Background: an optimization exercise with open tools, aiming at small area, a short achievable clock period and few clock cycles per item. Do not read the settings as production practice.
Where RTL was checked, it was by simulation tests only, not by an equivalence proof against the original.
The RTL of runs 1 and 2 was laid out without a check of its function.
Power and IR drop assume default switching activity.

File: design/flow/run.sh
#!/bin/bash
# synth_recipe.tcl (not shown) runs the flow's synth.tcl, then flattens the netlist and writes it again
# the make line also repeats each setting of config.mk as NAME=value (left out here)
make -C /OpenROAD-flow-scripts/flow DESIGN_CONFIG=/design/flow/config.mk WORK_HOME=/design/flow/orfs CLKGATE_MAP_FILE= SYNTH_SCRIPT=/design/flow/synth_recipe.tcl finish
File: design/flow/design.v
package sid_pkg;
    localparam int OPERAND_WIDTH = 32;
    localparam int STATUS_W      = 2;
    typedef enum logic [STATUS_W-1:0] {
        ST_OK   = STATUS_W'(0),
        ST_OVF  = STATUS_W'(1),
        ST_DIV0 = STATUS_W'(2)
    } t_status;
    localparam logic [OPERAND_WIDTH-1:0] MIN_VAL  = {1'b1, {(OPERAND_WIDTH-1){1'b0}}};
    localparam logic [OPERAND_WIDTH-1:0] MAX_VAL  = {1'b0, {(OPERAND_WIDTH-1){1'b1}}};
    localparam logic [OPERAND_WIDTH-1:0] ALL_ONES = {OPERAND_WIDTH{1'b1}};
    typedef struct packed {
        logic [OPERAND_WIDTH-1:0] rem;
        logic [OPERAND_WIDTH-1:0] nq;
        logic [OPERAND_WIDTH-1:0] dm;
        logic                     neg;
        t_status                  status;
    } t_stage;
endpackage
module signed_int32_divider (
    input  logic        i_clk,
    input  logic        i_rst_n,
    input  logic        i_req_valid,
    output logic        o_req_ready,
    input  logic [31:0] i_req_numerator,
    input  logic [31:0] i_req_denominator,
    output logic        o_rsp_valid,
    input  logic        i_rsp_ready,
    output logic [31:0] o_rsp_quotient,
    output logic [1:0]  o_rsp_status
);
    logic        r_en;       
    logic        r_ov;       
    logic        r_kv;       
    logic [31:0] r_oq;
    logic [1:0]  r_os;
    logic [31:0] r_kq;
    logic [1:0]  r_ks;
    assign o_req_ready = r_en;
    logic [31:0] s0_n;
    logic [31:0] s0_dm;
    logic        s0_neg;
    logic        s0_v;
    assign s0_n   = i_req_numerator[31] ? (~i_req_numerator + 32'd1) : i_req_numerator;
    assign s0_dm  = i_req_denominator[31] ? (~i_req_denominator + 32'd1) : i_req_denominator;
    assign s0_neg = i_req_numerator[31] ^ i_req_denominator[31];
    assign s0_v   = i_req_valid;
    logic [0:0] t0_sh;
    logic [1:0] t0_df;
    logic       t0_ge;
    logic [0:0] t0_r;
    logic [0:0] t0_q;
    assign t0_sh = s0_n[31];
    assign t0_df = {1'b0, t0_sh} - {1'b0, s0_dm[0:0]};
    assign t0_ge = ~t0_df[1] & ~|s0_dm[31:1];
    assign t0_r  = t0_ge ? t0_df[0:0] : t0_sh;
    assign t0_q  = t0_ge;
    logic        p1_v;
    logic [0:0] p1_r;
    logic [0:0] p1_q;
    logic [30:0] p1_n;
    logic [31:0] p1_dm;
    logic        p1_neg;
    always_ff @(posedge i_clk) begin
        if (!i_rst_n) p1_v <= 1'b0;
        else if (r_en) p1_v <= s0_v;
    end
    always_ff @(posedge i_clk) begin
        if (r_en) begin
            p1_r   <= t0_r;
            p1_q   <= t0_q;
            p1_n   <= s0_n[30:0];
            p1_dm  <= s0_dm;
            p1_neg <= s0_neg;
        end
    end
    logic [31:0] p1_nx;
    assign p1_nx = {{1{1'b0}}, p1_n};
    logic [1:0] t1_sh;
    logic [2:0] t1_df;
    logic       t1_ge;
    logic [1:0] t1_r;
    logic [1:0] t1_q;
    assign t1_sh = {p1_r, p1_nx[30]};
    assign t1_df = {1'b0, t1_sh} - {1'b0, p1_dm[1:0]};
    assign t1_ge = ~t1_df[2] & ~|p1_dm[31:2];
    assign t1_r  = t1_ge ? t1_df[1:0] : t1_sh;
    assign t1_q  = {p1_q, t1_ge};
    logic        p2_v;
    logic [1:0] p2_r;
    logic [1:0] p2_q;
    logic [29:0] p2_n;
    logic [31:0] p2_dm;
    logic        p2_neg;
    always_ff @(posedge i_clk) begin
        if (!i_rst_n) p2_v <= 1'b0;
        else if (r_en) p2_v <= p1_v;
    end
    always_ff @(posedge i_clk) begin
        if (r_en) begin
            p2_r   <= t1_r;
            p2_q   <= t1_q;
            p2_n   <= p1_nx[29:0];
            p2_dm  <= p1_dm;
            p2_neg <= p1_neg;
        end
    end
    logic [31:0] p2_nx;
    assign p2_nx = {{2{1'b0}}, p2_n};
    logic [2:0] t2_sh;
    logic [3:0] t2_df;
    logic       t2_ge;
    logic [2:0] t2_r;
    logic [2:0] t2_q;
    assign t2_sh = {p2_r, p2_nx[29]};
    assign t2_df = {1'b0, t2_sh} - {1'b0, p2_dm[2:0]};
    assign t2_ge = ~t2_df[3] & ~|p2_dm[31:3];
    assign t2_r  = t2_ge ? t2_df[2:0] : t2_sh;
    assign t2_q  = {p2_q, t2_ge};
    logic        p3_v;
    logic [2:0] p3_r;
    logic [2:0] p3_q;
    logic [28:0] p3_n;
    logic [31:0] p3_dm;
    logic        p3_neg;
    always_ff @(posedge i_clk) begin
        if (!i_rst_n) p3_v <= 1'b0;
        else if (r_en) p3_v <= p2_v;
    end
    always_ff @(posedge i_clk) begin
        if (r_en) begin
            p3_r   <= t2_r;
            p3_q   <= t2_q;
            p3_n   <= p2_nx[28:0];
            p3_dm  <= p2_dm;
            p3_neg <= p2_neg;
        end
    end
    logic [31:0] p3_nx;
    assign p3_nx = {{3{1'b0}}, p3_n};
    logic [3:0] t3_sh;
    logic [4:0] t3_df;
    logic       t3_ge;
    logic [3:0] t3_r;
    logic [3:0] t3_q;
    assign t3_sh = {p3_r, p3_nx[28]};
    assign t3_df = {1'b0, t3_sh} - {1'b0, p3_dm[3:0]};
    assign t3_ge = ~t3_df[4] & ~|p3_dm[31:4];
    assign t3_r  = t3_ge ? t3_df[3:0] : t3_sh;
    assign t3_q  = {p3_q, t3_ge};
    logic        p4_v;
    logic [3:0] p4_r;
    logic [3:0] p4_q;
    logic [27:0] p4_n;
    logic [31:0] p4_dm;
    logic        p4_neg;
    always_ff @(posedge i_clk) begin
        if (!i_rst_n) p4_v <= 1'b0;
        else if (r_en) p4_v <= p3_v;
    end
    always_ff @(posedge i_clk) begin
        if (r_en) begin
            p4_r   <= t3_r;
            p4_q   <= t3_q;
            p4_n   <= p3_nx[27:0];
            p4_dm  <= p3_dm;
            p4_neg <= p3_neg;
        end
    end
    logic [31:0] p4_nx;
    assign p4_nx = {{4{1'b0}}, p4_n};
    logic [4:0] t4_sh;
    logic [5:0] t4_df;
    logic       t4_ge;
    logic [4:0] t4_r;
    logic [4:0] t4_q;
    assign t4_sh = {p4_r, p4_nx[27]};
    assign t4_df = {1'b0, t4_sh} - {1'b0, p4_dm[4:0]};
    assign t4_ge = ~t4_df[5] & ~|p4_dm[31:5];
    assign t4_r  = t4_ge ? t4_df[4:0] : t4_sh;
    assign t4_q  = {p4_q, t4_ge};
    logic        p5_v;
    logic [4:0] p5_r;
    logic [4:0] p5_q;
    logic [26:0] p5_n;
    logic [31:0] p5_dm;
    logic        p5_neg;
    always_ff @(posedge i_clk) begin
        if (!i_rst_n) p5_v <= 1'b0;
        else if (r_en) p5_v <= p4_v;
    end
    always_ff @(posedge i_clk) begin
        if (r_en) begin
            p5_r   <= t4_r;
            p5_q   <= t4_q;
            p5_n   <= p4_nx[26:0];
            p5_dm  <= p4_dm;
            p5_neg <= p4_neg;
        end
    end
    logic [31:0] p5_nx;
    assign p5_nx = {{5{1'b0}}, p5_n};
    logic [5:0] t5_sh;
    logic [6:0] t5_df;
    logic       t5_ge;
    logic [5:0] t5_r;
    logic [5:0] t5_q;
    assign t5_sh = {p5_r, p5_nx[26]};
    assign t5_df = {1'b0, t5_sh} - {1'b0, p5_dm[5:0]};
    assign t5_ge = ~t5_df[6] & ~|p5_dm[31:6];
    assign t5_r  = t5_ge ? t5_df[5:0] : t5_sh;
    assign t5_q  = {p5_q, t5_ge};
    logic        p6_v;
    logic [5:0] p6_r;
    logic [5:0] p6_q;
    logic [25:0] p6_n;
    logic [31:0] p6_dm;
    logic        p6_neg;
    always_ff @(posedge i_clk) begin
        if (!i_rst_n) p6_v <= 1'b0;
        else if (r_en) p6_v <= p5_v;
    end
    always_ff @(posedge i_clk) begin
        if (r_en) begin
            p6_r   <= t5_r;
            p6_q   <= t5_q;
            p6_n   <= p5_nx[25:0];
            p6_dm  <= p5_dm;
            p6_neg <= p5_neg;
        end
    end
    logic [31:0] p6_nx;
    assign p6_nx = {{6{1'b0}}, p6_n};
    logic [6:0] t6_sh;
    logic [7:0] t6_df;
    logic       t6_ge;
    logic [6:0] t6_r;
    logic [6:0] t6_q;
    assign t6_sh = {p6_r, p6_nx[25]};
    assign t6_df = {1'b0, t6_sh} - {1'b0, p6_dm[6:0]};
    assign t6_ge = ~t6_df[7] & ~|p6_dm[31:7];
    assign t6_r  = t6_ge ? t6_df[6:0] : t6_sh;
    assign t6_q  = {p6_q, t6_ge};
    logic        p7_v;
    logic [6:0] p7_r;
    logic [6:0] p7_q;
    logic [24:0] p7_n;
    logic [31:0] p7_dm;
    logic        p7_neg;
    always_ff @(posedge i_clk) begin
        if (!i_rst_n) p7_v <= 1'b0;
        else if (r_en) p7_v <= p6_v;
    end
    always_ff @(posedge i_clk) begin
        if (r_en) begin
            p7_r   <= t6_r;
            p7_q   <= t6_q;
            p7_n   <= p6_nx[24:0];
            p7_dm  <= p6_dm;
            p7_neg <= p6_neg;
        end
    end
    logic [31:0] p7_nx;
    assign p7_nx = {{7{1'b0}}, p7_n};
    logic [7:0] t7_sh;
    logic [8:0] t7_df;
    logic       t7_ge;
    logic [7:0] t7_r;
    logic [7:0] t7_q;
    assign t7_sh = {p7_r, p7_nx[24]};
    assign t7_df = {1'b0, t7_sh} - {1'b0, p7_dm[7:0]};
    assign t7_ge = ~t7_df[8] & ~|p7_dm[31:8];
    assign t7_r  = t7_ge ? t7_df[7:0] : t7_sh;
    assign t7_q  = {p7_q, t7_ge};
    logic        p8_v;
    logic [7:0] p8_r;
    logic [7:0] p8_q;
    logic [23:0] p8_n;
    logic [31:0] p8_dm;
    logic        p8_neg;
    always_ff @(posedge i_clk) begin
        if (!i_rst_n) p8_v <= 1'b0;
        else if (r_en) p8_v <= p7_v;
    end
    always_ff @(posedge i_clk) begin
        if (r_en) begin
            p8_r   <= t7_r;
            p8_q   <= t7_q;
            p8_n   <= p7_nx[23:0];
            p8_dm  <= p7_dm;
            p8_neg <= p7_neg;
        end
    end
    logic [31:0] p8_nx;
    assign p8_nx = {{8{1'b0}}, p8_n};
    logic [8:0] t8_sh;
    logic [9:0] t8_df;
    logic       t8_ge;
    logic [8:0] t8_r;
    logic [8:0] t8_q;
    assign t8_sh = {p8_r, p8_nx[23]};
    assign t8_df = {1'b0, t8_sh} - {1'b0, p8_dm[8:0]};
    assign t8_ge = ~t8_df[9] & ~|p8_dm[31:9];
    assign t8_r  = t8_ge ? t8_df[8:0] : t8_sh;
    assign t8_q  = {p8_q, t8_ge};
    logic        p9_v;
    logic [8:0] p9_r;
    logic [8:0] p9_q;
    logic [22:0] p9_n;
    logic [31:0] p9_dm;
    logic        p9_neg;
    always_ff @(posedge i_clk) begin
        if (!i_rst_n) p9_v <= 1'b0;
        else if (r_en) p9_v <= p8_v;
    end
    always_ff @(posedge i_clk) begin
        if (r_en) begin
            p9_r   <= t8_r;
            p9_q   <= t8_q;
            p9_n   <= p8_nx[22:0];
            p9_dm  <= p8_dm;
            p9_neg <= p8_neg;
        end
    end
    logic [31:0] p9_nx;
    assign p9_nx = {{9{1'b0}}, p9_n};
    logic [9:0] t9_sh;
    logic [10:0] t9_df;
    logic       t9_ge;
    logic [9:0] t9_r;
    logic [9:0] t9_q;
    assign t9_sh = {p9_r, p9_nx[22]};
    assign t9_df = {1'b0, t9_sh} - {1'b0, p9_dm[9:0]};
    assign t9_ge = ~t9_df[10] & ~|p9_dm[31:10];
    assign t9_r  = t9_ge ? t9_df[9:0] : t9_sh;
    assign t9_q  = {p9_q, t9_ge};
    logic        p10_v;
    logic [9:0] p10_r;
    logic [9:0] p10_q;
    logic [21:0] p10_n;
    logic [31:0] p10_dm;
    logic        p10_neg;
    always_ff @(posedge i_clk) begin
        if (!i_rst_n) p10_v <= 1'b0;
        else if (r_en) p10_v <= p9_v;
    end
    always_ff @(posedge i_clk) begin
        if (r_en) begin
            p10_r   <= t9_r;
            p10_q   <= t9_q;
            p10_n   <= p9_nx[21:0];
            p10_dm  <= p9_dm;
            p10_neg <= p9_neg;
        end
    end
    logic [31:0] p10_nx;
    assign p10_nx = {{10{1'b0}}, p10_n};
    logic [10:0] t10_sh;
    logic [11:0] t10_df;
    logic       t10_ge;
    logic [10:0] t10_r;
    logic [10:0] t10_q;
    assign t10_sh = {p10_r, p10_nx[21]};
    assign t10_df = {1'b0, t10_sh} - {1'b0, p10_dm[10:0]};
    assign t10_ge = ~t10_df[11] & ~|p10_dm[31:11];
    assign t10_r  = t10_ge ? t10_df[10:0] : t10_sh;
    assign t10_q  = {p10_q, t10_ge};
    logic        p11_v;
    logic [10:0] p11_r;
    logic [10:0] p11_q;
    logic [20:0] p11_n;
    logic [31:0] p11_dm;
    logic        p11_neg;
    always_ff @(posedge i_clk) begin
        if (!i_rst_n) p11_v <= 1'b0;
        else if (r_en) p11_v <= p10_v;
    end
    always_ff @(posedge i_clk) begin
        if (r_en) begin
            p11_r   <= t10_r;
            p11_q   <= t10_q;
            p11_n   <= p10_nx[20:0];
            p11_dm  <= p10_dm;
            p11_neg <= p10_neg;
        end
    end
    logic [31:0] p11_nx;
    assign p11_nx = {{11{1'b0}}, p11_n};
    logic [11:0] t11_sh;
    logic [12:0] t11_df;
    logic       t11_ge;
    logic [11:0] t11_r;
    logic [11:0] t11_q;
    assign t11_sh = {p11_r, p11_nx[20]};
    assign t11_df = {1'b0, t11_sh} - {1'b0, p11_dm[11:0]};
    assign t11_ge = ~t11_df[12] & ~|p11_dm[31:12];
    assign t11_r  = t11_ge ? t11_df[11:0] : t11_sh;
    assign t11_q  = {p11_q, t11_ge};
    logic        p12_v;
    logic [11:0] p12_r;
    logic [11:0] p12_q;
    logic [19:0] p12_n;
    logic [31:0] p12_dm;
    logic        p12_neg;
    always_ff @(posedge i_clk) begin
        if (!i_rst_n) p12_v <= 1'b0;
        else if (r_en) p12_v <= p11_v;
    end
    always_ff @(posedge i_clk) begin
        if (r_en) begin
            p12_r   <= t11_r;
            p12_q   <= t11_q;
            p12_n   <= p11_nx[19:0];
            p12_dm  <= p11_dm;
            p12_neg <= p11_neg;
        end
    end
    logic [31:0] p12_nx;
    assign p12_nx = {{12{1'b0}}, p12_n};
    logic [12:0] t12_sh;
    logic [13:0] t12_df;
    logic       t12_ge;
    logic [12:0] t12_r;
    logic [12:0] t12_q;
    assign t12_sh = {p12_r, p12_nx[19]};
    assign t12_df = {1'b0, t12_sh} - {1'b0, p12_dm[12:0]};
    assign t12_ge = ~t12_df[13] & ~|p12_dm[31:13];
    assign t12_r  = t12_ge ? t12_df[12:0] : t12_sh;
    assign t12_q  = {p12_q, t12_ge};
    logic        p13_v;
    logic [12:0] p13_r;
    logic [12:0] p13_q;
    logic [18:0] p13_n;
    logic [31:0] p13_dm;
    logic        p13_neg;
    always_ff @(posedge i_clk) begin
        if (!i_rst_n) p13_v <= 1'b0;
        else if (r_en) p13_v <= p12_v;
    end
    always_ff @(posedge i_clk) begin
        if (r_en) begin
            p13_r   <= t12_r;
            p13_q   <= t12_q;
            p13_n   <= p12_nx[18:0];
            p13_dm  <= p12_dm;
            p13_neg <= p12_neg;
        end
    end
    logic [31:0] p13_nx;
    assign p13_nx = {{13{1'b0}}, p13_n};
    logic [13:0] t13_sh;
    logic [14:0] t13_df;
    logic       t13_ge;
    logic [13:0] t13_r;
    logic [13:0] t13_q;
    assign t13_sh = {p13_r, p13_nx[18]};
    assign t13_df = {1'b0, t13_sh} - {1'b0, p13_dm[13:0]};
    assign t13_ge = ~t13_df[14] & ~|p13_dm[31:14];
    assign t13_r  = t13_ge ? t13_df[13:0] : t13_sh;
    assign t13_q  = {p13_q, t13_ge};
    logic        p14_v;
    logic [13:0] p14_r;
    logic [13:0] p14_q;
    logic [17:0] p14_n;
    logic [31:0] p14_dm;
    logic        p14_neg;
    always_ff @(posedge i_clk) begin
        if (!i_rst_n) p14_v <= 1'b0;
        else if (r_en) p14_v <= p13_v;
    end
    always_ff @(posedge i_clk) begin
        if (r_en) begin
            p14_r   <= t13_r;
            p14_q   <= t13_q;
            p14_n   <= p13_nx[17:0];
            p14_dm  <= p13_dm;
            p14_neg <= p13_neg;
        end
    end
    logic [31:0] p14_nx;
    assign p14_nx = {{14{1'b0}}, p14_n};
    logic [14:0] t14_sh;
    logic [15:0] t14_df;
    logic       t14_ge;
    logic [14:0] t14_r;
    logic [14:0] t14_q;
    assign t14_sh = {p14_r, p14_nx[17]};
    assign t14_df = {1'b0, t14_sh} - {1'b0, p14_dm[14:0]};
    assign t14_ge = ~t14_df[15] & ~|p14_dm[31:15];
    assign t14_r  = t14_ge ? t14_df[14:0] : t14_sh;
    assign t14_q  = {p14_q, t14_ge};
    logic        p15_v;
    logic [14:0] p15_r;
    logic [14:0] p15_q;
    logic [16:0] p15_n;
    logic [31:0] p15_dm;
    logic        p15_neg;
    always_ff @(posedge i_clk) begin
        if (!i_rst_n) p15_v <= 1'b0;
        else if (r_en) p15_v <= p14_v;
    end
    always_ff @(posedge i_clk) begin
        if (r_en) begin
            p15_r   <= t14_r;
            p15_q   <= t14_q;
            p15_n   <= p14_nx[16:0];
            p15_dm  <= p14_dm;
            p15_neg <= p14_neg;
        end
    end
    logic [31:0] p15_nx;
    assign p15_nx = {{15{1'b0}}, p15_n};
    logic [15:0] t15_sh;
    logic [16:0] t15_df;
    logic       t15_ge;
    logic [15:0] t15_r;
    logic [15:0] t15_q;
    assign t15_sh = {p15_r, p15_nx[16]};
    assign t15_df = {1'b0, t15_sh} - {1'b0, p15_dm[15:0]};
    assign t15_ge = ~t15_df[16] & ~|p15_dm[31:16];
    assign t15_r  = t15_ge ? t15_df[15:0] : t15_sh;
    assign t15_q  = {p15_q, t15_ge};
    logic        p16_v;
    logic [15:0] p16_r;
    logic [15:0] p16_q;
    logic [15:0] p16_n;
    logic [31:0] p16_dm;
    logic        p16_neg;
    always_ff @(posedge i_clk) begin
        if (!i_rst_n) p16_v <= 1'b0;
        else if (r_en) p16_v <= p15_v;
    end
    always_ff @(posedge i_clk) begin
        if (r_en) begin
            p16_r   <= t15_r;
            p16_q   <= t15_q;
            p16_n   <= p15_nx[15:0];
            p16_dm  <= p15_dm;
            p16_neg <= p15_neg;
        end
    end
    logic [31:0] p16_nx;
    assign p16_nx = {{16{1'b0}}, p16_n};
    logic [16:0] t16_sh;
    logic [17:0] t16_df;
    logic       t16_ge;
    logic [16:0] t16_r;
    logic [16:0] t16_q;
    assign t16_sh = {p16_r, p16_nx[15]};
    assign t16_df = {1'b0, t16_sh} - {1'b0, p16_dm[16:0]};
    assign t16_ge = ~t16_df[17] & ~|p16_dm[31:17];
    assign t16_r  = t16_ge ? t16_df[16:0] : t16_sh;
    assign t16_q  = {p16_q, t16_ge};
    logic        p17_v;
    logic [16:0] p17_r;
    logic [16:0] p17_q;
    logic [14:0] p17_n;
    logic [31:0] p17_dm;
    logic        p17_neg;
    always_ff @(posedge i_clk) begin
        if (!i_rst_n) p17_v <= 1'b0;
        else if (r_en) p17_v <= p16_v;
    end
    always_ff @(posedge i_clk) begin
        if (r_en) begin
            p17_r   <= t16_r;
            p17_q   <= t16_q;
            p17_n   <= p16_nx[14:0];
            p17_dm  <= p16_dm;
            p17_neg <= p16_neg;
        end
    end
    logic [31:0] p17_nx;
    assign p17_nx = {{17{1'b0}}, p17_n};
    logic [17:0] t17_sh;
    logic [18:0] t17_df;
    logic       t17_ge;
    logic [17:0] t17_r;
    logic [17:0] t17_q;
    assign t17_sh = {p17_r, p17_nx[14]};
    assign t17_df = {1'b0, t17_sh} - {1'b0, p17_dm[17:0]};
    assign t17_ge = ~t17_df[18] & ~|p17_dm[31:18];
    assign t17_r  = t17_ge ? t17_df[17:0] : t17_sh;
    assign t17_q  = {p17_q, t17_ge};
    logic        p18_v;
    logic [17:0] p18_r;
    logic [17:0] p18_q;
    logic [13:0] p18_n;
    logic [31:0] p18_dm;
    logic        p18_neg;
    always_ff @(posedge i_clk) begin
        if (!i_rst_n) p18_v <= 1'b0;
        else if (r_en) p18_v <= p17_v;
    end
    always_ff @(posedge i_clk) begin
        if (r_en) begin
            p18_r   <= t17_r;
            p18_q   <= t17_q;
            p18_n   <= p17_nx[13:0];
            p18_dm  <= p17_dm;
            p18_neg <= p17_neg;
        end
    end
    logic [31:0] p18_nx;
    assign p18_nx = {{18{1'b0}}, p18_n};
    logic [18:0] t18_sh;
    logic [19:0] t18_df;
    logic       t18_ge;
    logic [18:0] t18_r;
    logic [18:0] t18_q;
    assign t18_sh = {p18_r, p18_nx[13]};
    assign t18_df = {1'b0, t18_sh} - {1'b0, p18_dm[18:0]};
    assign t18_ge = ~t18_df[19] & ~|p18_dm[31:19];
    assign t18_r  = t18_ge ? t18_df[18:0] : t18_sh;
    assign t18_q  = {p18_q, t18_ge};
    logic        p19_v;
    logic [18:0] p19_r;
    logic [18:0] p19_q;
    logic [12:0] p19_n;
    logic [31:0] p19_dm;
    logic        p19_neg;
    always_ff @(posedge i_clk) begin
        if (!i_rst_n) p19_v <= 1'b0;
        else if (r_en) p19_v <= p18_v;
    end
    always_ff @(posedge i_clk) begin
        if (r_en) begin
            p19_r   <= t18_r;
            p19_q   <= t18_q;
            p19_n   <= p18_nx[12:0];
            p19_dm  <= p18_dm;
            p19_neg <= p18_neg;
        end
    end
    logic [31:0] p19_nx;
    assign p19_nx = {{19{1'b0}}, p19_n};
    logic [19:0] t19_sh;
    logic [20:0] t19_df;
    logic       t19_ge;
    logic [19:0] t19_r;
    logic [19:0] t19_q;
    assign t19_sh = {p19_r, p19_nx[12]};
    assign t19_df = {1'b0, t19_sh} - {1'b0, p19_dm[19:0]};
    assign t19_ge = ~t19_df[20] & ~|p19_dm[31:20];
    assign t19_r  = t19_ge ? t19_df[19:0] : t19_sh;
    assign t19_q  = {p19_q, t19_ge};
    logic        p20_v;
    logic [19:0] p20_r;
    logic [19:0] p20_q;
    logic [11:0] p20_n;
    logic [31:0] p20_dm;
    logic        p20_neg;
    always_ff @(posedge i_clk) begin
        if (!i_rst_n) p20_v <= 1'b0;
        else if (r_en) p20_v <= p19_v;
    end
    always_ff @(posedge i_clk) begin
        if (r_en) begin
            p20_r   <= t19_r;
            p20_q   <= t19_q;
            p20_n   <= p19_nx[11:0];
            p20_dm  <= p19_dm;
            p20_neg <= p19_neg;
        end
    end
    logic [31:0] p20_nx;
    assign p20_nx = {{20{1'b0}}, p20_n};
    logic [20:0] t20_sh;
    logic [21:0] t20_df;
    logic       t20_ge;
    logic [20:0] t20_r;
    logic [20:0] t20_q;
    assign t20_sh = {p20_r, p20_nx[11]};
    assign t20_df = {1'b0, t20_sh} - {1'b0, p20_dm[20:0]};
    assign t20_ge = ~t20_df[21] & ~|p20_dm[31:21];
    assign t20_r  = t20_ge ? t20_df[20:0] : t20_sh;
    assign t20_q  = {p20_q, t20_ge};
    logic        p21_v;
    logic [20:0] p21_r;
    logic [20:0] p21_q;
    logic [10:0] p21_n;
    logic [31:0] p21_dm;
    logic        p21_neg;
    always_ff @(posedge i_clk) begin
        if (!i_rst_n) p21_v <= 1'b0;
        else if (r_en) p21_v <= p20_v;
    end
    always_ff @(posedge i_clk) begin
        if (r_en) begin
            p21_r   <= t20_r;
            p21_q   <= t20_q;
            p21_n   <= p20_nx[10:0];
            p21_dm  <= p20_dm;
            p21_neg <= p20_neg;
        end
    end
    logic [31:0] p21_nx;
    assign p21_nx = {{21{1'b0}}, p21_n};
    logic [21:0] t21_sh;
    logic [22:0] t21_df;
    logic       t21_ge;
    logic [21:0] t21_r;
    logic [21:0] t21_q;
    assign t21_sh = {p21_r, p21_nx[10]};
    assign t21_df = {1'b0, t21_sh} - {1'b0, p21_dm[21:0]};
    assign t21_ge = ~t21_df[22] & ~|p21_dm[31:22];
    assign t21_r  = t21_ge ? t21_df[21:0] : t21_sh;
    assign t21_q  = {p21_q, t21_ge};
    logic        p22_v;
    logic [21:0] p22_r;
    logic [21:0] p22_q;
    logic [9:0] p22_n;
    logic [31:0] p22_dm;
    logic        p22_neg;
    always_ff @(posedge i_clk) begin
        if (!i_rst_n) p22_v <= 1'b0;
        else if (r_en) p22_v <= p21_v;
    end
    always_ff @(posedge i_clk) begin
        if (r_en) begin
            p22_r   <= t21_r;
            p22_q   <= t21_q;
            p22_n   <= p21_nx[9:0];
            p22_dm  <= p21_dm;
            p22_neg <= p21_neg;
        end
    end
    logic [31:0] p22_nx;
    assign p22_nx = {{22{1'b0}}, p22_n};
    logic [22:0] t22_sh;
    logic [23:0] t22_df;
    logic       t22_ge;
    logic [22:0] t22_r;
    logic [22:0] t22_q;
    assign t22_sh = {p22_r, p22_nx[9]};
    assign t22_df = {1'b0, t22_sh} - {1'b0, p22_dm[22:0]};
    assign t22_ge = ~t22_df[23] & ~|p22_dm[31:23];
    assign t22_r  = t22_ge ? t22_df[22:0] : t22_sh;
    assign t22_q  = {p22_q, t22_ge};
    logic        p23_v;
    logic [22:0] p23_r;
    logic [22:0] p23_q;
    logic [8:0] p23_n;
    logic [31:0] p23_dm;
    logic        p23_neg;
    always_ff @(posedge i_clk) begin
        if (!i_rst_n) p23_v <= 1'b0;
        else if (r_en) p23_v <= p22_v;
    end
    always_ff @(posedge i_clk) begin
        if (r_en) begin
            p23_r   <= t22_r;
            p23_q   <= t22_q;
            p23_n   <= p22_nx[8:0];
            p23_dm  <= p22_dm;
            p23_neg <= p22_neg;
        end
    end
    logic [31:0] p23_nx;
    assign p23_nx = {{23{1'b0}}, p23_n};
    logic [23:0] t23_sh;
    logic [24:0] t23_df;
    logic       t23_ge;
    logic [23:0] t23_r;
    logic [23:0] t23_q;
    assign t23_sh = {p23_r, p23_nx[8]};
    assign t23_df = {1'b0, t23_sh} - {1'b0, p23_dm[23:0]};
    assign t23_ge = ~t23_df[24] & ~|p23_dm[31:24];
    assign t23_r  = t23_ge ? t23_df[23:0] : t23_sh;
    assign t23_q  = {p23_q, t23_ge};
    logic        p24_v;
    logic [23:0] p24_r;
    logic [23:0] p24_q;
    logic [7:0] p24_n;
    logic [31:0] p24_dm;
    logic        p24_neg;
    always_ff @(posedge i_clk) begin
        if (!i_rst_n) p24_v <= 1'b0;
        else if (r_en) p24_v <= p23_v;
    end
    always_ff @(posedge i_clk) begin
        if (r_en) begin
            p24_r   <= t23_r;
            p24_q   <= t23_q;
            p24_n   <= p23_nx[7:0];
            p24_dm  <= p23_dm;
            p24_neg <= p23_neg;
        end
    end
    logic [31:0] p24_nx;
    assign p24_nx = {{24{1'b0}}, p24_n};
    logic [24:0] t24_sh;
    logic [25:0] t24_df;
    logic       t24_ge;
    logic [24:0] t24_r;
    logic [24:0] t24_q;
    assign t24_sh = {p24_r, p24_nx[7]};
    assign t24_df = {1'b0, t24_sh} - {1'b0, p24_dm[24:0]};
    assign t24_ge = ~t24_df[25] & ~|p24_dm[31:25];
    assign t24_r  = t24_ge ? t24_df[24:0] : t24_sh;
    assign t24_q  = {p24_q, t24_ge};
    logic        p25_v;
    logic [24:0] p25_r;
    logic [24:0] p25_q;
    logic [6:0] p25_n;
    logic [31:0] p25_dm;
    logic        p25_neg;
    always_ff @(posedge i_clk) begin
        if (!i_rst_n) p25_v <= 1'b0;
        else if (r_en) p25_v <= p24_v;
    end
    always_ff @(posedge i_clk) begin
        if (r_en) begin
            p25_r   <= t24_r;
            p25_q   <= t24_q;
            p25_n   <= p24_nx[6:0];
            p25_dm  <= p24_dm;
            p25_neg <= p24_neg;
        end
    end
    logic [31:0] p25_nx;
    assign p25_nx = {{25{1'b0}}, p25_n};
    logic [25:0] t25_sh;
    logic [26:0] t25_df;
    logic       t25_ge;
    logic [25:0] t25_r;
    logic [25:0] t25_q;
    assign t25_sh = {p25_r, p25_nx[6]};
    assign t25_df = {1'b0, t25_sh} - {1'b0, p25_dm[25:0]};
    assign t25_ge = ~t25_df[26] & ~|p25_dm[31:26];
    assign t25_r  = t25_ge ? t25_df[25:0] : t25_sh;
    assign t25_q  = {p25_q, t25_ge};
    logic        p26_v;
    logic [25:0] p26_r;
    logic [25:0] p26_q;
    logic [5:0] p26_n;
    logic [31:0] p26_dm;
    logic        p26_neg;
    always_ff @(posedge i_clk) begin
        if (!i_rst_n) p26_v <= 1'b0;
        else if (r_en) p26_v <= p25_v;
    end
    always_ff @(posedge i_clk) begin
        if (r_en) begin
            p26_r   <= t25_r;
            p26_q   <= t25_q;
            p26_n   <= p25_nx[5:0];
            p26_dm  <= p25_dm;
            p26_neg <= p25_neg;
        end
    end
    logic [31:0] p26_nx;
    assign p26_nx = {{26{1'b0}}, p26_n};
    logic [26:0] t26_sh;
    logic [27:0] t26_df;
    logic       t26_ge;
    logic [26:0] t26_r;
    logic [26:0] t26_q;
    assign t26_sh = {p26_r, p26_nx[5]};
    assign t26_df = {1'b0, t26_sh} - {1'b0, p26_dm[26:0]};
    assign t26_ge = ~t26_df[27] & ~|p26_dm[31:27];
    assign t26_r  = t26_ge ? t26_df[26:0] : t26_sh;
    assign t26_q  = {p26_q, t26_ge};
    logic        p27_v;
    logic [26:0] p27_r;
    logic [26:0] p27_q;
    logic [4:0] p27_n;
    logic [31:0] p27_dm;
    logic        p27_neg;
    always_ff @(posedge i_clk) begin
        if (!i_rst_n) p27_v <= 1'b0;
        else if (r_en) p27_v <= p26_v;
    end
    always_ff @(posedge i_clk) begin
        if (r_en) begin
            p27_r   <= t26_r;
            p27_q   <= t26_q;
            p27_n   <= p26_nx[4:0];
            p27_dm  <= p26_dm;
            p27_neg <= p26_neg;
        end
    end
    logic [31:0] p27_nx;
    assign p27_nx = {{27{1'b0}}, p27_n};
    logic [27:0] t27_sh;
    logic [28:0] t27_df;
    logic       t27_ge;
    logic [27:0] t27_r;
    logic [27:0] t27_q;
    assign t27_sh = {p27_r, p27_nx[4]};
    assign t27_df = {1'b0, t27_sh} - {1'b0, p27_dm[27:0]};
    assign t27_ge = ~t27_df[28] & ~|p27_dm[31:28];
    assign t27_r  = t27_ge ? t27_df[27:0] : t27_sh;
    assign t27_q  = {p27_q, t27_ge};
    logic        p28_v;
    logic [27:0] p28_r;
    logic [27:0] p28_q;
    logic [3:0] p28_n;
    logic [31:0] p28_dm;
    logic        p28_neg;
    always_ff @(posedge i_clk) begin
        if (!i_rst_n) p28_v <= 1'b0;
        else if (r_en) p28_v <= p27_v;
    end
    always_ff @(posedge i_clk) begin
        if (r_en) begin
            p28_r   <= t27_r;
            p28_q   <= t27_q;
            p28_n   <= p27_nx[3:0];
            p28_dm  <= p27_dm;
            p28_neg <= p27_neg;
        end
    end
    logic [31:0] p28_nx;
    assign p28_nx = {{28{1'b0}}, p28_n};
    logic [28:0] t28_sh;
    logic [29:0] t28_df;
    logic       t28_ge;
    logic [28:0] t28_r;
    logic [28:0] t28_q;
    assign t28_sh = {p28_r, p28_nx[3]};
    assign t28_df = {1'b0, t28_sh} - {1'b0, p28_dm[28:0]};
    assign t28_ge = ~t28_df[29] & ~|p28_dm[31:29];
    assign t28_r  = t28_ge ? t28_df[28:0] : t28_sh;
    assign t28_q  = {p28_q, t28_ge};
    logic        p29_v;
    logic [28:0] p29_r;
    logic [28:0] p29_q;
    logic [2:0] p29_n;
    logic [31:0] p29_dm;
    logic        p29_neg;
    always_ff @(posedge i_clk) begin
        if (!i_rst_n) p29_v <= 1'b0;
        else if (r_en) p29_v <= p28_v;
    end
    always_ff @(posedge i_clk) begin
        if (r_en) begin
            p29_r   <= t28_r;
            p29_q   <= t28_q;
            p29_n   <= p28_nx[2:0];
            p29_dm  <= p28_dm;
            p29_neg <= p28_neg;
        end
    end
    logic [31:0] p29_nx;
    assign p29_nx = {{29{1'b0}}, p29_n};
    logic [29:0] t29_sh;
    logic [30:0] t29_df;
    logic       t29_ge;
    logic [29:0] t29_r;
    logic [29:0] t29_q;
    assign t29_sh = {p29_r, p29_nx[2]};
    assign t29_df = {1'b0, t29_sh} - {1'b0, p29_dm[29:0]};
    assign t29_ge = ~t29_df[30] & ~|p29_dm[31:30];
    assign t29_r  = t29_ge ? t29_df[29:0] : t29_sh;
    assign t29_q  = {p29_q, t29_ge};
    logic        p30_v;
    logic [29:0] p30_r;
    logic [29:0] p30_q;
    logic [1:0] p30_n;
    logic [31:0] p30_dm;
    logic        p30_neg;
    always_ff @(posedge i_clk) begin
        if (!i_rst_n) p30_v <= 1'b0;
        else if (r_en) p30_v <= p29_v;
    end
    always_ff @(posedge i_clk) begin
        if (r_en) begin
            p30_r   <= t29_r;
            p30_q   <= t29_q;
            p30_n   <= p29_nx[1:0];
            p30_dm  <= p29_dm;
            p30_neg <= p29_neg;
        end
    end
    logic [31:0] p30_nx;
    assign p30_nx = {{30{1'b0}}, p30_n};
    logic [30:0] t30_sh;
    logic [31:0] t30_df;
    logic       t30_ge;
    logic [30:0] t30_r;
    logic [30:0] t30_q;
    assign t30_sh = {p30_r, p30_nx[1]};
    assign t30_df = {1'b0, t30_sh} - {1'b0, p30_dm[30:0]};
    assign t30_ge = ~t30_df[31] & ~|p30_dm[31:31];
    assign t30_r  = t30_ge ? t30_df[30:0] : t30_sh;
    assign t30_q  = {p30_q, t30_ge};
    logic        p31_v;
    logic [30:0] p31_r;
    logic [30:0] p31_q;
    logic [0:0] p31_n;
    logic [31:0] p31_dm;
    logic        p31_neg;
    always_ff @(posedge i_clk) begin
        if (!i_rst_n) p31_v <= 1'b0;
        else if (r_en) p31_v <= p30_v;
    end
    always_ff @(posedge i_clk) begin
        if (r_en) begin
            p31_r   <= t30_r;
            p31_q   <= t30_q;
            p31_n   <= p30_nx[0:0];
            p31_dm  <= p30_dm;
            p31_neg <= p30_neg;
        end
    end
    logic [31:0] p31_nx;
    assign p31_nx = {{31{1'b0}}, p31_n};
    logic [31:0] t31_sh;
    logic [32:0] t31_df;
    logic       t31_ge;
    logic [31:0] t31_r;
    logic [31:0] t31_q;
    assign t31_sh = {p31_r, p31_nx[0]};
    assign t31_df = {1'b0, t31_sh} - {1'b0, p31_dm[31:0]};
    assign t31_ge = ~t31_df[32];
    assign t31_r  = t31_ge ? t31_df[31:0] : t31_sh;
    assign t31_q  = {p31_q, t31_ge};
    logic        p32_v;
    logic [31:0] p32_q;
    logic        p32_neg;
    logic        p32_dz;
    always_ff @(posedge i_clk) begin
        if (!i_rst_n) p32_v <= 1'b0;
        else if (r_en) p32_v <= p31_v;
    end
    always_ff @(posedge i_clk) begin
        if (r_en) begin
            p32_q   <= t31_q;
            p32_neg <= p31_neg;
            p32_dz  <= ~|p31_dm;
        end
    end
    logic [31:0] f_q;
    logic [31:0] f_mag;
    logic [31:0] f_low;      
    logic        f_div0;
    logic        f_ovf;
    logic [31:0] f_quot;
    logic [1:0]  f_st;
    logic        f_v;
    assign f_mag  = p32_q;
    assign f_div0 = p32_dz;
    assign f_ovf  = ~p32_neg & f_mag[31];
    assign f_low[0] = 1'b0;
    for (genvar i = 1; i < 32; i++) begin : g_low
        assign f_low[i] = |f_mag[i-1:0];
    end
    assign f_q    = p32_neg ? (f_mag ^ f_low) : f_mag;
    assign f_quot = f_div0 ? 32'd0 : (f_ovf ? 32'h7FFF_FFFF : f_q);
    assign f_st   = f_div0 ? 2'd2 : (f_ovf ? 2'd1 : 2'd0);
    assign f_v    = p32_v;
    logic w_push;
    logic w_oen;
    assign w_push = r_en & f_v;
    assign w_oen  = ~r_ov | i_rsp_ready;
    always_ff @(posedge i_clk) begin
        if (!i_rst_n) begin
            r_ov <= 1'b0;
            r_kv <= 1'b0;
            r_en <= 1'b1;
        end else begin
            if (w_oen) r_ov <= r_kv | w_push;
            r_kv <= (r_kv | w_push) & ~w_oen;
            r_en <= ~((r_kv | w_push) & ~w_oen);
        end
    end
    always_ff @(posedge i_clk) begin
        if (w_oen) begin
            r_oq <= r_kv ? r_kq : f_quot;
            r_os <= r_kv ? r_ks : f_st;
        end
        if (~r_kv) begin
            r_kq <= f_quot;
            r_ks <= f_st;
        end
    end
    assign o_rsp_valid    = r_ov;
    assign o_rsp_quotient = r_oq;
    assign o_rsp_status   = r_os;
endmodule
File: design/flow/constraint.sdc
create_clock -name core_clock -period 4.4 [get_ports {i_clk}]
set_input_delay 0.8800 -clock core_clock [delete_from_list [all_inputs] [get_ports {i_clk}]]
set_output_delay 0.8800 -clock core_clock [all_outputs]
set_load 0.01 [all_outputs]
File: design/flow/config.mk
export PLATFORM = sky130hd
export DESIGN_NAME = signed_int32_divider
export DESIGN_NICKNAME = signed_int32_divider
export VERILOG_FILES = /design/flow/design.v
export SDC_FILE = /design/flow/constraint.sdc
export NUM_CORES = 4
export LEC_CHECK = 0
export CAP_MARGIN = 20
export CORE_MARGIN = 2
export CORE_UTILIZATION = 40
export SLEW_MARGIN = 20
==> results of run 1 <==
-- worst min path at each step --
stage                          from         to  slack (ns)
final                     p28_q[19]  p29_q[20]        0.40
after global routing      p29_q[28]  p30_q[29]        0.41
after CTS                 p27_q[21]  p28_q[22]        0.39
after detailed placement    p9_n[8]   p10_n[8]        0.40
after global placement     p8_n[20]   p9_n[20]        0.40
after floorplan             p9_n[0]   p10_n[0]        0.40
-- layout by cell type, fill, tap and decap left out, types with 134 or more instances in the layout --
cell,netlist,layout
a21o_1,171,171
clkbuf_16,0,285
ha_1,533,532
mux2_2,194,194
o21ai_0,482,479
edfxtp_1,2579,2579
xor2_1,134,134
nand2_1,491,491
xnor2_1,281,281
inv_1,686,686
a21oi_1,315,312
nor2_1,327,326
-- power by group through the flow --
stage	Clock, mW	Combinational, mW	Sequential, mW
2_1_floorplan	0	7.74	31.7
3_3_place_gp	0	9.64	32.2
3_5_place_dp	0	10.1	32.2
4_1_cts	23.5	10.2	31.7
5_1_grt	24.5	11.5	32.0
6_report	22.8	10.2	31.7
-- cells by family (layout without fill, tap and decap cells) --
group | after synthesis | count (layout) | synth area share (%)
compound gates | 1468 | 1468 | 8.25
xor+xnor | 415 | 415 | 3.22
fa+ha+maj | 563 | 563 | 6.45
buf+inv | 809 | 1405 | 2.75
flops | 2648 | 2648 | 69.9
mux | 261 | 261 | 2.53
other cells | 0 | 1 | 0
simple gates | 1562 | 1562 | 6.86
-- what timing repair did --
item	CTS	global route
setup buffers	2	2
setup endpoints to repair	2	3
cloned	0	0
pin swaps	11	5
gates resized for setup	19	7
hold buffers	0	0
-- area by class of cell --
cell class                 count  area share (%)
sequential                  2648            61.5
multi-input combinational   4269            24.1
clock buffer                 331            5.70
tap                         3724            3.63
inverter                     686            2.01
timing repair buffer         242            1.87
clock inverter               146            1.18
antenna                        1         0.00195
-- per-layer routing --
metal,global-route usage [%],vias up,part of all wire (%)
met5,0,-,0
met4,5.83,0,4.3
met3,2.08,498,3.1
met2,25.5,1040,54
met1,14.0,29055,38
li1,-,29682,-
==> impl_metrics.py, run 1 <==
metrics = {
    "run_status": {
        "status": "finished clean",
    },
    "critical_path": {
        "cp-endpoint": "p1_r",
        "critical_path_buf_inv_count": 1,
        "critPathMaxStageDelay_ns": 0.54,
        "startpoint_type": "input pin",
        "worstSetupPathType": "in2reg",
        "cp_slowest_cell": "or4_4",
        "worstSetupPathDepth": 14,
        "critPathCaptureType": "flop",
        "crit_top_cell": "or4_4",
        "rr_startpoint": "p19_dm[0]",
        "path_cells": "clkdlybuf4s50_1 > or4_4 > or4_4 > or2_4 > nor4_4 > nand2b_4 > nand4bb_4 > ha_4 > or4_4 > nor3_4 > nand4_1 > or4_4 > nor3_4 > mux2i_1",
        "startpoint": "i_req_numerator[18]",
        "cp.arrival_ns": 4.92,
        "reg2reg_to": "p20_r[6]",
        "cp.required_ns": 5.08,
        "ff2ff_path_depth": 13,
        "ff2ff_setup_slack_ns": 0.18,
        "critPathTopFamily": "simple AND/OR/NAND/NOR gates",
        "crit_fanout": 2,
    },
    "global_route": {
        "grt_pass1_vias": 62541,
        "gr-total-overflow": 0,
        "antenna_found_initial": 2,
        "track_usage_pct": 13.2,
        "grt_max_degree": 198,
        "grt_pass1_wl_mm": 312,
    },
    "sta": {
        "finalMaxSlewViolations": 0,
        "holdWs_ns": 0.397,
        "fmax_mhz": 236,
        "fin_worst_skew_ns": 0.0451,
        "worstMarginPinSlew_ns": 1.18,
        "setup_viol": 0,
        "relSlewSlack_pct": 19.5,
        "fin_setup_tns_ns": 0,
        "worst_slack_ns": 0.160,
        "min_period_ns": 4.24,
        "rsz0062_at_grt": "false",
        "finalHoldViolCount": 0,
        "fin_crit_sh_pct": 96.4,
    },
    "logic_synthesis": {
        "synthesis.instances": 7726,
        "synth_area_leaders": "edfxtp_1 69%, ha_1 5.9%, inv_1 2.3%",
        "ys.warnings.count": 1,
        "syn_area_mm2": 0.113,
        "yosysTopAreaCellShare_pct": 68.7,
        "avgSynthCellArea_um2": 14.6,
        "syn_nets": 8357,
        "synth_most_common_cell": "edfxtp_1",
        "netlist_top_cells_count": "2579 x edfxtp_1, 686 x inv_1, 533 x ha_1",
        "async_reset_ff_share_pct": 0,
        "yosysTopAreaCell": "edfxtp_1",
        "ys_seq_elements": 2648,
        "synth_edf_count": 2579,
        "dominantRegCellSynth": "edfxtp_1",
        "ys_seq_area_share_pct": 69.9,
        "synth.distinct_cells": 95,
    },
    "placement": {
        "gp_congestion": 0.870,
        "numPlacedInstances": 11565,
        "post-place-ws_ns": -1.38,
        "io_buffers": 103,
        "hpwl_mm": 133,
        "place_area_mm2": 0.119,
    },
    "finish": {
        "design_area_mm2": 0.128,
        "area_delta_synth_final_pct": 13.8,
        "fillers": 24082,
        "instances_no_fill": 12047,
        "drive_above_1_share_pct": 9.70,
        "fin_util_pct": 45.8,
        "multiInputGateArea_mm2": 0.0310,
        "fin_nets": 8756,
        "seqCellArea_mm2": 0.0788,
    },
    "drt": {
        "firstDrtPassIters": 6,
        "drt_iter0_drc": 3689,
        "vias_per_cell": 5.00,
        "vias": 60275,
        "drtAntennaViolNets": 0,
        "drcViolationCount": 0,
        "wire_per_inst_um": 15.8,
        "routed_wl_mm": 191,
    },
    "die": {
        "die_w_um": 535,
        "die_h_um": 535,
        "dieArea_mm2": 0.286,
        "ios": 104,
        "coreArea_mm2": 0.280,
        "row_count": 194,
        "start_util_pct": 40.3,
    },
    "power": {
        "clkPwrFrac_pct": 35.2,
        "p_int_mw": 48.6,
        "vdd_drop_max_mv": 0.342,
        "p_sw_share_pct": 24.8,
        "switching_power_mw": 16.1,
        "p_comb_share_pct": 15.8,
        "p_per_area_mw_per_mm2": 504,
        "p_leak_nw": 52.0,
        "seq_power_share_pct": 49.0,
        "p_total_mw": 64.7,
    },
    "flow_run": {
        "max-cap-violations": 0,
    },
    "clock_network": {
        "clock_sink_count": 2648,
        "numCtsBuffers": 278,
        "cts_htree_levels": 5,
        "clock_latency_ns": 0.84,
        "cts_tree": "built",
        "root_buffer": "clkbuf_16",
        "clk_pin_slew_ns": 0.06,
        "cts.path.max_buffers": 4,
    },
    "hold_path": {
        "hold_depth": 0,
        "hold_class": "reg2reg",
    },
}
==> run 2: changes to the inputs <==
--- a/design/flow/config.mk
+++ b/design/flow/config.mk
@@ -9,3 +9,4 @@
 export CORE_MARGIN = 2
 export CORE_UTILIZATION = 40
+export SETUP_SLACK_MARGIN = 1.0
 export SLEW_MARGIN = 20
==> impl_metrics.py, run 2 <==
metrics = {
    "run_status": {
        "status": "finished clean",
    },
    "sta": {
        "finalMaxSlewViolations": 0,
        "setup_viol": 0,
        "holdWs_ns": 0.397,
        "worst_slack_ns": 0.384,
        "fin_worst_skew_ns": 0.0406,
        "min_period_ns": 4.02,
        "rsz0062_at_grt": "true",
        "fmax_mhz": 249,
        "finalHoldViolCount": 0,
        "relSlewSlack_pct": 20.0,
        "worstMarginPinSlew_ns": 1.17,
        "fin_crit_sh_pct": 91.3,
        "fin_setup_tns_ns": 0,
    },
    "finish": {
        "mostFrequentLayoutCells": "2579 x edfxtp_1, 676 x inv_1, 490 x ha_1",
        "instances_no_fill": 12279,
        "final_common_cell": "edfxtp_1",
        "area_delta_synth_final_pct": 18.0,
        "fin_nets": 8988,
        "fillers": 23585,
        "drive_above_1_share_pct": 15.2,
    },
    "placement": {
        "numPlacedInstances": 11565,
        "io_buffers": 103,
        "hpwl_mm": 133,
        "gp_congestion": 0.870,
        "post-place-ws_ns": -1.38,
    },
    "logic_synthesis": {
        "synth_edf_count": 2579,
        "ys_seq_elements": 2648,
        "synthesis.instances": 7726,
        "dominantRegCellSynth": "edfxtp_1",
        "ys_seq_area_share_pct": 69.9,
        "avgSynthCellArea_um2": 14.6,
        "synth_area_leaders": "edfxtp_1 69%, ha_1 5.9%, inv_1 2.3%",
        "ys.warnings.count": 1,
        "syn_area_mm2": 0.113,
        "yosysTopAreaCellShare_pct": 68.7,
        "netlist_top_cells_count": "2579 x edfxtp_1, 686 x inv_1, 533 x ha_1",
        "synth.distinct_cells": 95,
        "synth_most_common_cell": "edfxtp_1",
        "async_reset_ff_share_pct": 0,
        "yosysTopAreaCell": "edfxtp_1",
        "syn_nets": 8357,
    },
    "power": {
        "p_leak_nw": 54.2,
        "p_sw_share_pct": 25.3,
        "switching_power_mw": 16.9,
        "clkPwrFrac_pct": 34.2,
        "seq_power_share_pct": 47.6,
        "p_total_mw": 66.7,
        "vdd_drop_max_mv": 0.342,
        "p_per_area_mw_per_mm2": 501,
        "p_int_mw": 49.8,
        "p_comb_share_pct": 18.2,
    },
    "critical_path": {
        "cp.arrival_ns": 4.70,
        "worstSetupPathType": "in2reg",
        "startpoint_type": "input pin",
        "critPathMaxStageDelay_ns": 0.44,
        "cp_slowest_cell": "or4_4",
        "cp.required_ns": 5.08,
        "path_cells": "clkdlybuf4s15_2 > nor4_4 > nand4_1 > buf_4 > or3_4 > or3_4 > nand2b_4 > nand4bb_4 > ha_4 > or4_4 > nor3_4 > nand4_1 > or4_4 > nor3_4 > mux2i_1",
        "crit_fanout": 3,
        "critPathCaptureType": "flop",
    },
    "drt": {
        "vias": 61864,
        "wire_per_inst_um": 16.7,
        "drt_iter0_drc": 3701,
        "routed_wl_mm": 205,
        "drtAntennaViolNets": 0,
        "vias_per_cell": 5.04,
        "firstDrtPassIters": 5,
        "drcViolationCount": 0,
    },
    "die": {
        "start_util_pct": 40.3,
        "coreArea_mm2": 0.280,
        "die_w_um": 535,
        "dieArea_mm2": 0.286,
        "ios": 104,
        "die_h_um": 535,
        "row_count": 194,
    },
    "clock_network": {
        "numCtsBuffers": 278,
        "clk_pin_slew_ns": 0.06,
        "cts_htree_levels": 5,
        "root_buffer": "clkbuf_16",
        "cts_tree": "built",
        "clock_sink_count": 2648,
        "cts.path.max_buffers": 4,
        "clock_latency_ns": 0.84,
    },
    "flow_run": {
        "max-cap-violations": 0,
    },
    "global_route": {
        "antenna_found_initial": 1,
        "grt_max_degree": 198,
        "grt_pass1_wl_mm": 322,
        "grt_pass1_vias": 63695,
        "track_usage_pct": 13.7,
        "gr-total-overflow": 0,
    },
    "hold_path": {
        "hold_class": "reg2reg",
    },
}
==> run 2: changes by cell type in the layout (fill, tap and decap cells not counted), moves of 39 or more <==
cell and delta:
buf_6 +57, o21ai_1 +39, buf_4 +134, o21ai_0 -71
mux2_2 -92, mux2_4 +92, ha_1 -42
==> run 2: critical path, delay by kind of cell <==
family                     cells  cell delay, ns
adders and majority gates      1            0.19
buffers and inverters          2            0.48
and+or+nand+nor               11            2.92
muxes                          1            0.21
==> run 2: cells by family after synthesis <==
| logic type | after synthesis | share of synthesized area, % |
|---|---|---|
| fa+ha+maj | 563 | 6.45 |
| flops | 2648 | 69.9 |
| xor+xnor | 415 | 3.22 |
| mux | 261 | 2.53 |
| buf+inv | 809 | 2.75 |
| simple gates | 1562 | 6.86 |
| compound gates | 1468 | 8.25 |
==> run 2: layout make-up <==
type,count,area (µm²),area share [%]
Timing Repair Buffer,473,4980,3.74
Clock inverter,146,1510,1.14
Multi-Input combinational cell,4270,33200,24.9
Sequential cell,2648,78800,59.2
Inverter,686,2590,1.94
Tap cell,3724,4660,3.50
Antenna cell,1,2.50,0.00188
Clock buffer,331,7310,5.50
==> run 2: worst paths after layout <==
path / startpoint / endpoint / slack, ns / depth (start not counted)
setup / recovery: i_req_numerator[7] / p1_r / 0.38 / 15
hold reg to reg: p27_q[21] / p28_q[22] / 0.40 / 0
setup reg to reg: p30_n[1] / p31_r[30] / 0.62 / 14
hold / removal: p27_q[21] / p28_q[22] / 0.40 / 0
==> run 2: repair_timing <==
item,CTS,global route
endpoints found under the setup margin,483,463
gates cloned,13,16
pin swaps,84,142
hold buffers,0,0
resized for setup,306,372
setup buffers,112,95
==> run 2: power groups by stage <==
stage | registers, mW | logic, mW | clock network [mW]
floorplan | 31.7 | 7.74 | 0
global placement | 32.2 | 9.64 | 0
detailed placement | 32.2 | 10.1 | 0
CTS | 31.7 | 11.2 | 23.5
global route | 32.0 | 13.4 | 24.5
finish | 31.7 | 12.2 | 22.8
==> run 2: routing by layer <==
metal | GRT usage, % | share of wire (%)
met3 | 2.11 | 3.1
met1 | 14.2 | 37
met4 | 6.19 | 4.9
met2 | 26.9 | 55
met5 | 0 | 0
==> run 2: through the flow <==
| step | area (µm²) | util (%) |
|---|---|---|
| 6_report | 133000 | 47.5 |
| 5_1_grt | 133000 | 47.5 |
| 4_1_cts | 131000 | 46.7 |
| 3_5_place_dp | 119000 | 42.6 |
| 3_3_place_gp | 119000 | 42.6 |
| 2_1_floorplan | 113000 | - |
==> run 3: changes to the inputs <==
--- a/design/flow/design.v
+++ b/design/flow/design.v
@@ -46,4 +46,19 @@
     assign s0_neg = i_req_numerator[31] ^ i_req_denominator[31];
     assign s0_v   = i_req_valid;
+    logic        p0_v;
+    logic [31:0] p0_n;
+    logic [31:0] p0_dm;
+    logic        p0_neg;
+    always_ff @(posedge i_clk) begin
+        if (!i_rst_n) p0_v <= 1'b0;
+        else if (r_en) p0_v <= s0_v;
+    end
+    always_ff @(posedge i_clk) begin
+        if (r_en) begin
+            p0_n   <= s0_n;
+            p0_dm  <= s0_dm;
+            p0_neg <= s0_neg;
+        end
+    end
     logic [0:0] t0_sh;
     logic [1:0] t0_df;
@@ -51,7 +66,7 @@
     logic [0:0] t0_r;
     logic [0:0] t0_q;
-    assign t0_sh = s0_n[31];
-    assign t0_df = {1'b0, t0_sh} - {1'b0, s0_dm[0:0]};
-    assign t0_ge = ~t0_df[1] & ~|s0_dm[31:1];
+    assign t0_sh = p0_n[31];
+    assign t0_df = {1'b0, t0_sh} - {1'b0, p0_dm[0:0]};
+    assign t0_ge = ~t0_df[1] & ~|p0_dm[31:1];
     assign t0_r  = t0_ge ? t0_df[0:0] : t0_sh;
     assign t0_q  = t0_ge;
@@ -64,5 +79,5 @@
     always_ff @(posedge i_clk) begin
         if (!i_rst_n) p1_v <= 1'b0;
-        else if (r_en) p1_v <= s0_v;
+        else if (r_en) p1_v <= p0_v;
     end
     always_ff @(posedge i_clk) begin
@@ -70,7 +85,7 @@
             p1_r   <= t0_r;
             p1_q   <= t0_q;
-            p1_n   <= s0_n[30:0];
-            p1_dm  <= s0_dm;
-            p1_neg <= s0_neg;
+            p1_n   <= p0_n[30:0];
+            p1_dm  <= p0_dm;
+            p1_neg <= p0_neg;
         end
     end
--- a/design/flow/config.mk
+++ b/design/flow/config.mk
@@ -6,7 +6,8 @@
 export NUM_CORES = 4
 export LEC_CHECK = 0
+export ABC_AREA = 1
 export CAP_MARGIN = 20
 export CORE_MARGIN = 2
-export CORE_UTILIZATION = 40
-export SETUP_SLACK_MARGIN = 1.0
+export CORE_UTILIZATION = 55
+export SETUP_SLACK_MARGIN = 1.5
 export SLEW_MARGIN = 20
==> impl_metrics.py, run 3 <==
metrics = {
    "power": {
        "p_leak_nw": 62.9,
        "vdd_drop_max_mv": 0.392,
        "p_per_area_mw_per_mm2": 517,
    },
    "drt": {
        "wire_per_inst_um": 20.7,
        "drtAntennaViolNets": 0,
        "vias_per_cell": 5.34,
        "vias": 80290,
        "firstDrtPassIters": 5,
        "drcViolationCount": 0,
        "routed_wl_mm": 311,
        "drt_iter0_drc": 6021,
    },
    "finish": {
        "fillers": 17580,
        "seqCellArea_mm2": 0.0808,
        "final_common_cell": "nand2_1",
        "mostFrequentLayoutCells": "3354 x nand2_1, 2644 x edfxtp_1, 1668 x inv_1",
        "multiInputGateArea_mm2": 0.0364,
        "fin_nets": 12444,
        "fin_util_pct": 61.8,
        "design_area_mm2": 0.139,
        "drive_above_1_share_pct": 5.28,
        "area_delta_synth_final_pct": 11.9,
    },
    "die": {
        "row_count": 174,
        "dieArea_mm2": 0.229,
        "coreArea_mm2": 0.224,
        "die_h_um": 479,
        "start_util_pct": 55.2,
        "die_w_um": 479,
        "ios": 104,
    },
    "clock_network": {
        "clk_pin_slew_ns": 0.06,
        "clock_sink_count": 2714,
        "root_buffer": "clkbuf_16",
        "cts_htree_levels": 5,
        "cts.path.max_buffers": 4,
        "numCtsBuffers": 297,
        "clock_latency_ns": 0.97,
        "cts_tree": "built",
    },
    "global_route": {
        "grtUsageMet1_pct": 30.8,
        "grt_pass1_wl_mm": 469,
        "grt_busiest_layer": "met2",
        "grt_util_met2_pct": 49.5,
        "grtUsageMet3_pct": 3.10,
        "track_usage_pct": 27.0,
        "gr-total-overflow": 0,
        "antenna_found_initial": 8,
        "grt_pass1_vias": 81153,
        "grt_max_degree": 175,
    },
    "logic_synthesis": {
        "ys_seq_elements": 2714,
        "ys_seq_area_share_pct": 65.2,
        "avgSynthCellArea_um2": 10.8,
        "synth.distinct_cells": 59,
        "async_reset_ff_share_pct": 0,
        "synth_area_leaders": "edfxtp_1 64%, nand2_1 10%, ha_1 5.4%",
        "synth_edf_count": 2644,
        "synth_most_common_cell": "nand2_1",
        "ys.warnings.count": 1,
        "yosysTopAreaCellShare_pct": 64.1,
        "syn_area_mm2": 0.124,
        "netlist_top_cells_count": "3371 x nand2_1, 2644 x edfxtp_1, 1670 x inv_1",
        "dominantRegCellSynth": "edfxtp_1",
        "synthesis.instances": 11432,
        "syn_nets": 12063,
        "yosysTopAreaCell": "edfxtp_1",
    },
    "critical_path": {
        "worstSetupPathType": "reg2reg",
        "cp.arrival_ns": 3.51,
        "crit_fanout": 3,
        "cp.required_ns": 5.04,
        "critPathMaxStageDelay_ns": 0.50,
        "startpoint_type": "flop",
        "critPathCaptureType": "flop",
        "path_cells": "ha_1 > fa_1 > o21ai_0 > nand3_1 > nand2_1 > xor2_1 > o21ai_0",
        "crit_top_cell": "o21ai_0",
        "cp_slowest_cell": "edfxtp_1",
    },
    "run_status": {
        "status": "finished clean",
    },
    "sta": {
        "finalHoldViolCount": 0,
        "min_period_ns": 2.87,
        "relSlewSlack_pct": 17.6,
        "fin_worst_skew_ns": 0.0777,
        "rsz0062_at_grt": "true",
        "worstMarginPinSlew_ns": 1.23,
        "finalMaxSlewViolations": 0,
        "fin_setup_tns_ns": 0,
        "fmax_mhz": 348,
        "setup_viol": 0,
        "fin_crit_sh_pct": 65.2,
    },
    "placement": {
        "place_area_mm2": 0.129,
        "io_buffers": 103,
        "hpwl_mm": 229,
        "gp_congestion": 0.951,
    },
    "hold_path": {
        "hold_class": "reg2reg",
    },
    "flow_run": {
        "max-cap-violations": 0,
    },
}
## run 3: cell count changes after synthesis, moves of 97 or more
cell / previous run / this run
nor2_1: 327 / 697
a21o_1: 171 / 30
o21ai_1: 2 / 111
nand2_1: 491 / 3371
o21ai_0: 482 / 336
xnor2_1: 281 / 172
inv_1: 686 / 1670
nor2b_1: 120 / 1
nand2b_1: 100 / 0
nand3_1: 70 / 547
a21oi_1: 315 / 412
mux2_2: 194 / 0
## run 3: worst max-delay path, delay by kind of cell (launching register included)
kind | cells | cell delay, ns
compound gates | 2 | 0.87
fa+ha+maj | 2 | 0.77
flops | 1 | 0.50
simple gates | 2 | 0.34
xor+xnor | 1 | 0.10
## run 3: path summary, 6_finish.rpt
kind,from,endpoint,slack (ns),depth (start not counted)
setup / recovery,p16_dm[0],p17_r[8],1.53,7
hold / removal,p29_q[2],p30_q[3],0.37,0
setup reg to reg,p16_dm[0],p17_r[8],1.53,7
hold reg to reg,p29_q[2],p30_q[3],0.37,0
## run 3: cell type report
type | instances | area share, %
Clock inverter | 162 | 1.23
Inverter | 1690 | 4.59
Timing Repair Buffer | 187 | 1.34
Clock buffer | 353 | 5.62
Sequential cell | 2714 | 58.3
Tap cell | 2992 | 2.70
Antenna cell | 8 | 0.0144
Multi-Input combinational cell | 6923 | 26.2
## run 3: layer usage
metal,vias up,share of wire [%]
met1,38320,38
met5,-,0
met2,2093,53
met3,690,3.8
met4,0,5.6
li1,39187,-
## run 3: stage by stage
step	setup slack [ns]	hold slack, ns	total power, mW	cells
after CTS	1.46	0.369	72.1	15013
after global routing	1.49	0.379	75.1	15028
after detailed placement	1.16	0.405	47.4	14495
final	1.53	0.368	71.7	15029
after floorplan	-16.27	0.400	42.5	11432
after global placement	1.19	0.400	47.2	14495
## run 3: cells by family (layout without fill, tap and decap cells)
kind of cell | Yosys count | after routing | share of synthesized area [%]
AO/OA/AOI/OAI | 1006 | 1006 | 4.41
buffers and inverters | 1798 | 2392 | 5.61
XOR/XNOR | 310 | 310 | 2.19
adder cells (fa/ha/maj) | 563 | 563 | 5.87
flip-flops | 2714 | 2714 | 65.2
other | 0 | 8 | 0
AND/OR/NAND/NOR | 5041 | 5044 | 16.7
## run 3: timing repair
item / 4_1_cts / 5_1_grt
buffers inserted: 2 / 6
cloned: 1 / 2
hold buffers: 0 / 0
gates resized for setup: 26 / 40
setup endpoints to repair: 220 / 263
pin swaps: 1 / 1
## run 3: power by group
group	switching (mW)	internal [mW]	leakage, nW
clock network	9.96	14.5	4.62
logic	9.38	4.86	28.6
registers	1.60	31.3	29.8
Testbench counts of run 3, summed over its fixed seeds: cycles 9,872, items 9,600.
==> run 4: changes to the inputs <==
--- a/design/flow/config.mk
+++ b/design/flow/config.mk
@@ -9,5 +9,4 @@
 export CAP_MARGIN = 20
 export CORE_MARGIN = 2
-export CORE_UTILIZATION = 55
-export SETUP_SLACK_MARGIN = 1.5
+export CORE_UTILIZATION = 40
 export SLEW_MARGIN = 20
==> impl_metrics.py, run 4 <==
metrics = {
    "logic_synthesis": {
        "synth_fa_ha_area_share_pct": 5.87,
        "ys_seq_elements": 2714,
        "synthesis.instances": 11432,
        "synth_compound_area_share_pct": 4.41,
        "yosysTopAreaCellShare_pct": 64.1,
        "synthMuxAreaShare_pct": 0,
        "ys.warnings.count": 1,
        "synth_top_family_by_area": "simple AND/OR/NAND/NOR gates",
        "dominantRegCellSynth": "edfxtp_1",
        "netlist_top_cells_count": "3371 x nand2_1, 2644 x edfxtp_1, 1670 x inv_1",
        "yosysTopAreaCell": "edfxtp_1",
        "syn_area_mm2": 0.124,
        "avgSynthCellArea_um2": 10.8,
        "ys_seq_area_share_pct": 65.2,
        "synth-simple-area-share_pct": 16.7,
        "synth_edf_count": 2644,
    },
    "global_route": {
        "antenna_found_initial": 4,
        "gr-total-overflow": 0,
        "grt_pass1_wl_mm": 435,
        "grt_pass1_vias": 77082,
    },
    "clock_network": {
        "cts_tree": "built",
        "clock_latency_ns": 0.90,
        "cts_htree_levels": 5,
        "clock_sink_count": 2714,
        "numCtsBuffers": 297,
        "clk_pin_slew_ns": 0.06,
        "cts_resized": 0,
        "cts.path.max_buffers": 4,
        "root_buffer": "clkbuf_16",
    },
    "critical_path": {
        "cp_slowest_cell": "dfxtp_4",
        "path_cells": "clkdlybuf4s50_1",
        "startpoint_type": "flop",
        "ff2ff_path_depth": 11,
        "rr_startpoint": "p14_n[17]",
        "critPathMaxStageDelay_ns": 0.94,
        "critical_path_buf_inv_count": 1,
        "ff2ff_setup_slack_ns": 1.33,
        "cp.required_ns": 3.52,
    },
    "flow_run": {
        "max-cap-violations": 0,
    },
    "placement": {
        "io_buffers": 103,
        "place_area_mm2": 0.131,
        "numPlacedInstances": 15643,
        "post-place-ws_ns": 1.24,
        "hpwl_mm": 213,
        "gp_congestion": 0.921,
    },
    "sta": {
        "min_period_ns": 3.55,
        "finalHoldViolCount": 0,
        "fin_setup_tns_ns": 0,
        "relSlewSlack_pct": 22.8,
    },
    "drt": {
        "firstDrtPassIters": 6,
        "vias": 77194,
        "drtAntennaViolNets": 0,
        "drcViolationCount": 0,
        "routed_wl_mm": 282,
        "wire_per_inst_um": 17.4,
        "drt_iter0_drc": 5189,
    },
    "die": {
        "coreArea_mm2": 0.309,
        "ios": 104,
        "start_util_pct": 40.1,
        "die_w_um": 561,
        "dieArea_mm2": 0.314,
        "row_count": 204,
        "die_h_um": 561,
    },
    "finish": {
        "final_common_cell": "nand2_1",
        "area_delta_synth_final_pct": 13.3,
        "instances_no_fill": 16191,
        "drive_above_1_share_pct": 5.16,
        "design_area_mm2": 0.140,
        "mostFrequentLayoutCells": "3371 x nand2_1, 2644 x edfxtp_1, 1670 x inv_1",
    },
    "hold_path": {
        "hold_class": "reg2reg",
    },
    "run_status": {
        "status": "finished clean",
    },
}
## run 4: cell count changes in the layout (fill, tap and decap cells not counted), sizes merged
cell / previous run / this run
buf: 84 / 96
clkbuf: 353 / 367
bufinv: 32 / 27
diode: 8 / 12
dlygate4sd2: 1 / 0
clkinvlp: 11 / 16
inv: 1696 / 1703
clkdlybuf4s50: 102 / 103
nand2: 3406 / 3403
## run 4: stage by stage
| stage | utilization, % | total power [mW] | hold slack, ns |
|---|---|---|---|
| after floorplan | - | 42.5 | 0.400 |
| after CTS | 45.5 | 71.8 | 0.381 |
| after global placement | 42.3 | 46.8 | 0.400 |
| final | 45.5 | 70.9 | 0.379 |
| after detailed placement | 42.3 | 46.9 | 0.405 |
| after global routing | 45.5 | 74.9 | 0.394 |
## run 4: per-layer routing
layer	global-route usage [%]	part of all wire, %	up-vias
li1	-	-	39221
met1	21.4	41	36025
met2	31.6	50	1366
met3	2.03	3.6	582
met4	8.32	4.8	0
met5	0	0	-
## run 4: kinds of logic after synthesis
kind of cell,count (synthesis)
buf+inv,1798
flops,2714
fa+ha+maj,563
simple gates,5041
compound gates,1006
xor+xnor,310
## run 4: power breakdown
group	internal (mW)	switching [mW]	leakage, nW	total [mW]
clock network	14.4	10.2	4.67	24.6
registers	31.3	1.50	29.8	32.8
logic	4.78	8.70	28.6	13.5
## run 4: final cells by class
type                       instances  area [µm²]
tap                             4120        5150
timing repair buffer             199        2110
inverter                        1690        6340
clock inverter                   169        1880
multi-input combinational       6920       36100
clock buffer                     367        7840
sequential                      2714       80800
fill                           28739      168000
antenna                           12        30.0
## run 4: how the worst max path moves through the flow
stage / cells past startpoint / from / end
6_report: 1 / r_en / o_req_ready
5_1_grt: 1 / r_en / o_req_ready
4_1_cts: 1 / r_en / o_req_ready
3_5_place_dp: 12 / i_req_numerator[0] / p0_n[22]
3_3_place_gp: 12 / i_req_numerator[0] / p0_n[22]
2_1_floorplan: 4 / r_en / p11_v

Setup slack of run 4, layout unchanged: 0.854 ns with ideal ports, 0.749 ns with driving cells assumed (clock clkbuf_16, inputs buf_2), 1.267 ns with port delays also shifted by the 0.974 ns mid clock arrival.
